Source: an optimization exercise on an open RTL-to-GDS flow (aim: small area, a short achievable clock period and few clock cycles per item). Production flows keep margins and buffers that such runs may drop. No activity file was given, so power comes from the tool's default toggle rates.

Setup of run A:
==> flow/design.v <==
package aud_dma_pkg;
    typedef enum logic [1:0] {
        ST_IDLE = 2'd0,
        ST_REQ  = 2'd1,
        ST_DATA = 2'd2
    } dma_state_t;
    localparam logic [2:0]  AXI_SIZE_64    = 3'd3;
    localparam logic [1:0]  AXI_BURST_INCR = 2'b01;
    localparam int unsigned BYTES_PER_BEAT = 8;
    function automatic logic [31:0] burst_bytes(input logic [4:0] beats);
        burst_bytes = {27'd0, beats} * BYTES_PER_BEAT;
    endfunction
endpackage
module audio_rd_dma #(
    parameter int              ID_W        = 4,
    parameter logic [ID_W-1:0] AXI_ID      = 1,
    parameter int              BURST_BEATS = 8,
    parameter int              FIFO_DEPTH  = 32
) (
    input  logic            gclk,
    input  logic            gresetn,
    input  logic            cfg_start,
    input  logic            cfg_stop,
    input  logic [31:0]     cfg_base,
    input  logic [15:0]     cfg_words,
    input  logic            cfg_loop,
    output logic            busy,
    output logic            done,
    output logic            err,
    output logic [ID_W-1:0] aid,
    output logic [31:0]     aaddr,
    output logic            avalid,
    output logic            awrite,
    output logic [3:0]      alen,
    output logic [2:0]      asize,
    output logic [1:0]      aburst,
    input  logic            aready,
    input  logic [ID_W-1:0] rid,
    input  logic [63:0]     rdata,
    input  logic            rlast,
    input  logic            rvalid,
    output logic            rready,
    output logic [63:0]     smp_data,
    output logic            smp_valid,
    input  logic            smp_ready
);
    localparam logic [1:0] MAX_OUT = 2'd3;
    logic [25:0] aaddr_r;      
    logic [12:0] whi_r;        
    logic [2:0]  llen_r;       
    logic [12:0] rem_r;        
    logic        full_r;       
    logic        lastq_r;      
    logic        loop_r;
    logic        busy_r, done_r, err_r, stop_r, avalid_r;
    logic        prd_r;        
    logic [1:0]  oc_r;         
    logic [2:0]  db_r;         
    logic        start_s, stop_now_s, acc_s, act_s, beat_s, id_ok_s;
    logic        last_burst_s, last_exp_s, cmp_s;
    logic        nat_end_s, stop_end_s, restart_s, adv_s;
    logic [12:0] addr_b_s;
    logic        addr_ci_s;
    logic [14:0] lo_sum_s;
    logic [12:0] hi_inc_s, hi_dec_s, hi_nxt_s;
    logic [12:0] rem_nxt_s;
    assign start_s    = cfg_start & ~busy_r;
    assign stop_now_s = busy_r & (cfg_stop | stop_r);
    assign acc_s      = avalid_r & aready;
    assign act_s      = (oc_r != 2'd0);
    assign id_ok_s    = (rid == AXI_ID);
    assign beat_s     = rvalid & smp_ready & act_s;
    assign last_burst_s = prd_r & (oc_r == 2'd1);
    assign last_exp_s   = (db_r == 3'd7) | (last_burst_s & (db_r == llen_r));
    assign cmp_s        = beat_s & last_exp_s;
    assign nat_end_s  = cmp_s & last_burst_s & ~loop_r;
    assign stop_end_s = stop_now_s & ~avalid_r & (oc_r == 2'd0);
    assign restart_s  = prd_r & loop_r & ~stop_now_s & (oc_r == 2'd0);
    assign addr_b_s  = prd_r ? ~whi_r : 13'd0;
    assign addr_ci_s = prd_r ? full_r : 1'b1;
    assign lo_sum_s  = {1'b0, aaddr_r[12:0], 1'b1} + {1'b0, addr_b_s, addr_ci_s};
    assign hi_inc_s  = aaddr_r[25:13] + 13'd1;
    assign hi_dec_s  = aaddr_r[25:13] - 13'd1;
    always_comb begin
        case ({prd_r, lo_sum_s[14]})
            2'b01:   hi_nxt_s = hi_inc_s;
            2'b10:   hi_nxt_s = hi_dec_s;
            default: hi_nxt_s = aaddr_r[25:13];
        endcase
    end
    assign rem_nxt_s = prd_r ? whi_r : rem_r - 13'd1;
    assign adv_s     = acc_s | restart_s;
    always_ff @(posedge gclk or negedge gresetn) begin
        if (!gresetn) begin
            busy_r   <= 1'b0;
            done_r   <= 1'b0;
            err_r    <= 1'b0;
            stop_r   <= 1'b0;
            avalid_r <= 1'b0;
            prd_r    <= 1'b0;
            oc_r     <= 2'd0;
            db_r     <= 3'd0;
        end else begin
            case ({acc_s, cmp_s})
                2'b10:   oc_r <= oc_r + 2'd1;
                2'b01:   oc_r <= oc_r - 2'd1;
                default: oc_r <= oc_r;
            endcase
            stop_r <= ~start_s & (stop_r | cfg_stop);
            if (start_s) begin
                busy_r   <= (cfg_words != 16'd0);
                done_r   <= (cfg_words == 16'd0);
                err_r    <= 1'b0;
                avalid_r <= (cfg_words != 16'd0);
                prd_r    <= 1'b0;
            end else begin
                busy_r <= busy_r & ~nat_end_s & ~stop_end_s;
                done_r <= nat_end_s & ~stop_now_s;
                if (beat_s & (~id_ok_s | (rlast != last_exp_s))) begin
                    err_r <= 1'b1;
                end
                if (avalid_r) begin
                    avalid_r <= ~aready;
                end else begin
                    avalid_r <= busy_r & ~stop_now_s & ~prd_r & (oc_r != MAX_OUT);
                end
                if (acc_s & lastq_r) begin
                    prd_r <= 1'b1;
                end else if (restart_s) begin
                    prd_r <= 1'b0;
                end
            end
            if (beat_s) begin
                db_r <= last_exp_s ? 3'd0 : db_r + 3'd1;
            end
        end
    end
    always_ff @(posedge gclk) begin
        if (start_s) begin
            aaddr_r <= cfg_base[31:6];
            whi_r   <= cfg_words[15:3];
            llen_r  <= cfg_words[2:0] - 3'd1;
            full_r  <= (cfg_words[2:0] == 3'd0);
            rem_r   <= cfg_words[15:3];
            lastq_r <= (cfg_words[15:3] == {12'd0, (cfg_words[2:0] == 3'd0)});
            loop_r  <= cfg_loop;
        end else if (adv_s) begin
            aaddr_r <= {hi_nxt_s, lo_sum_s[13:1]};
            rem_r   <= rem_nxt_s;
            lastq_r <= (rem_nxt_s == {12'd0, full_r});
        end
    end
    assign busy      = busy_r;
    assign done      = done_r;
    assign err       = err_r;
    assign aid       = AXI_ID;
    assign aaddr     = {aaddr_r, 6'd0};
    assign avalid    = avalid_r;
    assign awrite    = 1'b0;
    assign alen      = lastq_r ? {1'b0, llen_r} : 4'd7;
    assign asize     = aud_dma_pkg::AXI_SIZE_64;
    assign aburst    = aud_dma_pkg::AXI_BURST_INCR;
    assign rready    = smp_ready & act_s;
    assign smp_data  = rdata;
    assign smp_valid = rvalid & id_ok_s & act_s;
endmodule
clock: 5.5 ns
lec_check: 0
cap_margin: 20
core_margin: 2
core_utilization: 60
setup_slack_margin: 2.5
slew_margin: 20
standard.sh (not shown) runs the stock make flow with config.mk's settings and CLKGATE_MAP_FILE= SYNTH_SCRIPT=/design/flow/synth_recipe.tcl, a recipe that flattens the netlist after the stock synthesis.
==> flow/flow/run.sh <==
#!/bin/bash
# Layout with the standard.sh (ORFS), with two changes:
#  - synthesis runs flow/my_synth.tcl: synth_recipe.tcl's steps, except that
#    the ABC mapping uses Yosys's default ABC script with a delay target
#    (registers are mapped exactly as in the standard synthesis);
#  - extra ORFS settings passed as make variables (see below).
# Each tool's output goes to standard.log (ORFS keeps per-step logs in orfs/logs).
set -euo pipefail
export MY_ABC_NOSCRIPT=1 MY_ABC_D=500
bash standard.sh SYNTH_SCRIPT=$PWD/flow/my_synth.tcl ADDER_MAP_FILE= BUFFER_PORTS_ARGS="-buffer_cell sky130_fd_sc_hd__buf_1" finish > standard.log 2>&1
==> flow/flow/my_synth.tcl <==
proc synth {args} { yosys synth -nofsm -noshare {*}$args }
# Map with a custom ABC script instead of the speed script.
proc abc {args} {
  set i [lsearch -exact $args -script]
  if {$i >= 0 && [info exists ::env(MY_ABC_SCRIPT)]} { lset args [expr {$i+1}] $::env(MY_ABC_SCRIPT) }
  if {[info exists ::env(MY_ABC_D)]} { set j [lsearch -exact $args -D]; if {$j>=0} {lset args [expr {$j+1}] $::env(MY_ABC_D)} }
  if {[info exists ::env(MY_ABC_NOSCRIPT)]} { set i [lsearch -exact $args -script]; set args [lreplace $args $i [expr {$i+1}]] }
  if {[info exists ::env(MY_ABC_NOD)]} { set j [lsearch -exact $args -D]; if {$j>=0} {set args [lreplace $args $j [expr {$j+1}]]} }
  puts "MYABC: $args"
  yosys abc {*}$args
}
source $::env(SCRIPTS_DIR)/synth.tcl
# left out here: clear keep_hierarchy, flatten, clean up, hide names made inside functions, write 1_2_yosys.v
Changes in run B relative to run A:
--- a/flow/flow/run.sh
+++ b/flow/flow/run.sh
@@ -9,2 +9,2 @@
-export MY_ABC_NOSCRIPT=1 MY_ABC_D=500
-bash standard.sh SYNTH_SCRIPT=$PWD/flow/my_synth.tcl ADDER_MAP_FILE= BUFFER_PORTS_ARGS="-buffer_cell sky130_fd_sc_hd__buf_1" finish > standard.log 2>&1
+
+bash standard.sh SYNTH_SCRIPT=$PWD/flow/my_synth.tcl BUFFER_PORTS_ARGS="-buffer_cell sky130_fd_sc_hd__buf_1" finish > standard.log 2>&1
Notes after the runs:
Run B reached the final stage; the timing, design-rule and antenna checks on its layout passed. Lower initial standard-cell utilization of the core among run B and run A: run B. Comparing post-route minimum period for run B and run A, the smaller number came from run B. Diff run A -> run B: die area moved up, part of the power in the clock network shows an increase of 2.5 points.
### run B -> run C
--- a/flow/flow/run.sh
+++ b/flow/flow/run.sh
@@ -9,2 +9,2 @@
-
-bash standard.sh SYNTH_SCRIPT=$PWD/flow/my_synth.tcl BUFFER_PORTS_ARGS="-buffer_cell sky130_fd_sc_hd__buf_1" finish > standard.log 2>&1
+export MY_ABC_NOSCRIPT=1 MY_ABC_D=1000
+bash standard.sh SYNTH_SCRIPT=$PWD/flow/my_synth.tcl ADDER_MAP_FILE= BUFFER_PORTS_ARGS="-buffer_cell sky130_fd_sc_hd__buf_1" finish > standard.log 2>&1
[summary]
- Compared with run B, run C shows a lower non-clock buffer count.
- Comparing count of clock-buffer cells in the layout for run C and run B, the bigger number came from run C.
- Run C: critical path arrival 0.22 ns above run B
- When the final numbers for run C and run B were put side by side, the final estimated routing congestion in global placement turned out to be smaller in run C.
- Of run C and run B, the higher length in cells of the worst reg-to-reg path belongs to run C.
- Synthesized area per cell in run C vs run B: down about 1.2%
- Run C vs run B, total power draw went down by 29%.
- Summary of run C over run B: data required time of the worst path went down; register-to-register slack went down.
Edits applied to the flow inputs when going from run C to run D:
--- a/flow/flow/run.sh
+++ b/flow/flow/run.sh
@@ -9 +9 @@
-export MY_ABC_NOSCRIPT=1 MY_ABC_D=1000
+export MY_ABC_NOSCRIPT=1 MY_ABC_D=3000
[summary]
- No stage failed in run D, and the final checks on the layout all came back clean.
- Run C and run D ended up with nearly the same utilization after layout.
- The combinational power was comparable across run C and run D.
- Run C -> run D: worst setup slack delta 0, exact match
- Delta (run D minus run C): number of flops mapped to enable cells by yosys flat, global-route usage comparable.
No run of this note included a check of the RTL's function; only the layout flow was run.

-- afterwards: timing with drivers on the ports --
The results above use ideal ports. As a check the final layouts listed here were re-extracted and re-timed, cells and wires unchanged. Step 1 (the two cells are an assumption about what drives the block):
set clk [get_ports {gclk}]
set_driving_cell -lib_cell sky130_fd_sc_hd__clkbuf_16 $clk
set_driving_cell -lib_cell sky130_fd_sc_hd__buf_2 [delete_from_list [all_inputs] $clk]
Step 2 moves the port delays by t, midway between the first and last clock arrival at a register: inputs arrive t later, outputs are due t later. That takes back most of the time a late clock gives input paths. Three values: ideal, step 1, step 2; two values: the first two.
run	t (ns)	setup slack, ns	hold slack, ns
run A	0.363	1.152 / 1.152 / 1.152	0.519 / 0.519 / 0.519
run B	0.376	1.461 / 1.461 / 1.461	0.497 / 0.497 / 0.497
run C	0.363	1.152 / 1.152 / 1.152	0.519 / 0.519 / 0.519
run D	0.363	1.152 / 1.152 / 1.152	0.519 / 0.519 / 0.519
After both steps setup and hold are still met in every run listed.
